Background: an optimization exercise with open tools, aiming at small area, a short achievable clock period and few clock cycles per item. Do not read the settings as production practice.
Only simulation tests tie the RTL to the original design; equivalence was not proved.
Power figures rest on the tool's default switching activity, not on a simulated workload.

## AL
==> flow/design.v (excerpt) <==
module mv_search_top (
	input  logic           clk,
	input  logic           arst_n,
	input  logic           in_valid,
	input  me_pkg::pixel_t c_pix,
	input  me_pkg::pixel_t p_pix,
	output logic           in_credit,
	output logic           out_valid,
	output me_pkg::mv_t    mv,
	output me_pkg::sad_t   sad,
	input  logic           out_credit
);
clock: 5.5 ns
lec_check: 0
abc_area: 1
cap_margin: 20
core_margin: 2
core_utilization: 40
cts_cluster_diameter: 100
cts_cluster_size: 24
setup_slack_margin: 3.2
slew_margin: 20
run.sh (not shown) runs the stock make flow with config.mk's settings and CLKGATE_MAP_FILE= SYNTH_SCRIPT=/design/flow/synth_recipe.tcl, a recipe that flattens the netlist after the stock synthesis.
AL finished end to end and its layout was clean on timing, DRC and antenna.
Testbench counts of AL, summed over its fixed seeds: cycles 52,096, items 192.
Here is what was changed in the inputs of MS compared with AL.
Settings: PLACE_DENSITY newly set to 0.75; ABC_AREA removed (was 1).
Results
For non-clock buffer count, dividing the value from MS by the value from AL gives 1.13. The lower count of multi-input combinational gates of MS and AL is in MS. Worst setup path category = reg2out: AL; worst setup path category = reg2reg: MS. Of MS and AL, AL shows the higher maximum frequency from static timing analysis, with MS below it. Summary of the comparison: cell count is lower in MS, relative to AL. Summary — clock buffer count, MS relative to AL: lower, by 4. MS vs. AL: overall power after layout lower, worst-case setup margin in the final layout lower, wire length per cell after detailed routing higher. From AL to MS the numbers moved as follows: fraction of the mapped netlist area in simple logic gates saw a decrease, initial standard-cell utilization of the core saw little to no change, total buffers and inverters traversed by the critical path saw an increase.

---

Setup of run A:
Another version of the RTL of mv_search_top (not shown whole).
Size in the first run: roughly 680 flip-flops.
make LEC_CHECK=0 CAP_MARGIN=20 CORE_MARGIN=2 CORE_UTILIZATION=40 SLEW_MARGIN=20 finish   # period 5.5 ns
Run A | stages: all done | timing, DRC, antenna: all pass
Testbench counts of run A, summed over its fixed seeds: cycles 52,096, items 192.
Input changes introduced in run B (baseline for comparison: run A):
- SETUP_SLACK_MARGIN: unset -> 2.5
Going from run A to run B, final cell count without fillers saw little to no change; clock tree cell share of total cell area saw an increase; register area saw little to no change; number of top-level design ports saw little to no change.
Changes in run C relative to run B:
- SETUP_SLACK_MARGIN changed from 2.5 to 3.2
Notes after the runs:
- Run C gives less minimum period implied by the final worst setup slack than run B did.
- Max diode insertion count for antenna repair across run B and run C: run B
- Cells: run C has more instances than run B
- Changes observed in run C relative to run B: number of buffers created by CTS up about 1.3%, adder and majority cell fraction of the synthesized area flat, met1 usage in global routing up 0.55 points, non-clock buffer count up 36, number of antenna violations at the first check in global routing up 1.
- The lower setup slack came out of run B.

---

mv_search_top, a different RTL version from the one above (not shown whole).
Size: roughly 2500 cells after synthesis, about 670 flip-flops, roughly 42 I/O pins, roughly 31000 sq um of cells after synthesis.
clock: 5.5 ns
lec_check: 0
cap_margin: 20
core_margin: 2
core_utilization: 40
cts_cluster_diameter: 100
cts_cluster_size: 24
setup_slack_margin: 3.4
slew_margin: 20
The starting point finished clean.
Testbench counts at the start, summed over its fixed seeds: cycles 52,096, items 192.
Edit:
CORE_UTILIZATION = 55   (was 40)
SETUP_SLACK_MARGIN = 3.2   (was 3.4)
What happened: Non-clock buffer count fell by 20. Sequential share of layout area rose by 1.7 points. Cell area fell by 4.2%. Final cell count fell by 8.3%. Count of clock-buffer cells in the layout stays the same. Sequential cell count does not change. Maximum frequency fell by 0.56%. First-iteration DRC count rose by 4.5%.
Edit:
CORE_UTILIZATION = 40   (was 55)
Outcome: Final cell count rose by 8.3%; via count fell by 0.57%; total power barely changes; wire length fell by 3.3%; non-clock buffer count fell by 4; setup slack gets worse by 0.054 ns; maximum frequency fell by 2.3%; utilization fell by 16 points; combinational power is about the same; synthesized area stays the same; global-route usage fell by 7.7 points.
Edit:
TNS_END_PERCENT = 5   (was default)
Global-route usage drops by 0.35 points.
Via count drops by 1.1%.
Wire length drops by 1.6%.
Setup slack got worse by 0.17 ns.
Worst hold slack improved by 0.031 ns.
Total power drops by 0.82%.
Cell count drops by 0.73%.

what the ideal ports hide:
Ports are ideal in the flow. The routed layouts listed here were re-timed in OpenROAD.
Step 1 (the two cells are an assumption about what drives the block):
set clk [get_ports {clk}]
set_driving_cell -lib_cell sky130_fd_sc_hd__clkbuf_16 $clk
set_driving_cell -lib_cell sky130_fd_sc_hd__buf_2 [delete_from_list [all_inputs] $clk]
Step 2 moves the port delays by t, midway between the first and last clock arrival at a register: inputs arrive t later, outputs are due t later. That takes back most of the time a late clock gives input paths.
a / b / c = no drivers / after step 1 / after step 2; a / b = the first two.
| run | t, ns | setup WS [ns] | slew at the worst register clock pin (ns) | worst slew at a driven data input, ns |
|---|---|---|---|---|
| AL | 0.635 | 3.259 / 3.196 / 3.226 | 0.10 / 0.10 | 0.04 |
| MS | 0.637 | 3.143 / 3.143 / 3.143 | 0.10 / 0.10 | 0.06 |
| run A | 0.664 | 2.243 / 2.243 / 2.243 | 0.06 / 0.06 | 0.05 |
| run B | 0.666 | 2.683 / 2.683 / 2.683 | 0.06 / 0.06 | 0.05 |
| run C | 0.665 | 3.125 / 3.125 / 2.969 | 0.06 / 0.06 | 0.04 |
| the first run of note 3 | 0.637 | 3.180 / 3.141 / 3.180 | 0.10 / 0.10 | 0.05 |
| the second run of note 3 | 0.635 | 3.167 / 3.137 / 3.167 | 0.10 / 0.10 | 0.04 |
| the third run of note 3 | 0.631 | 3.113 / 3.052 / 3.151 | 0.10 / 0.10 | 0.04 |
| the fourth run of note 3 | 0.643 | 2.941 / 2.884 / 2.974 | 0.11 / 0.11 | 0.04 |
After both steps every run listed still meets setup and hold. For run C, which loses most, drivers alone change the setup slack by 0.000 ns; drivers and shift together by -0.156 ns.
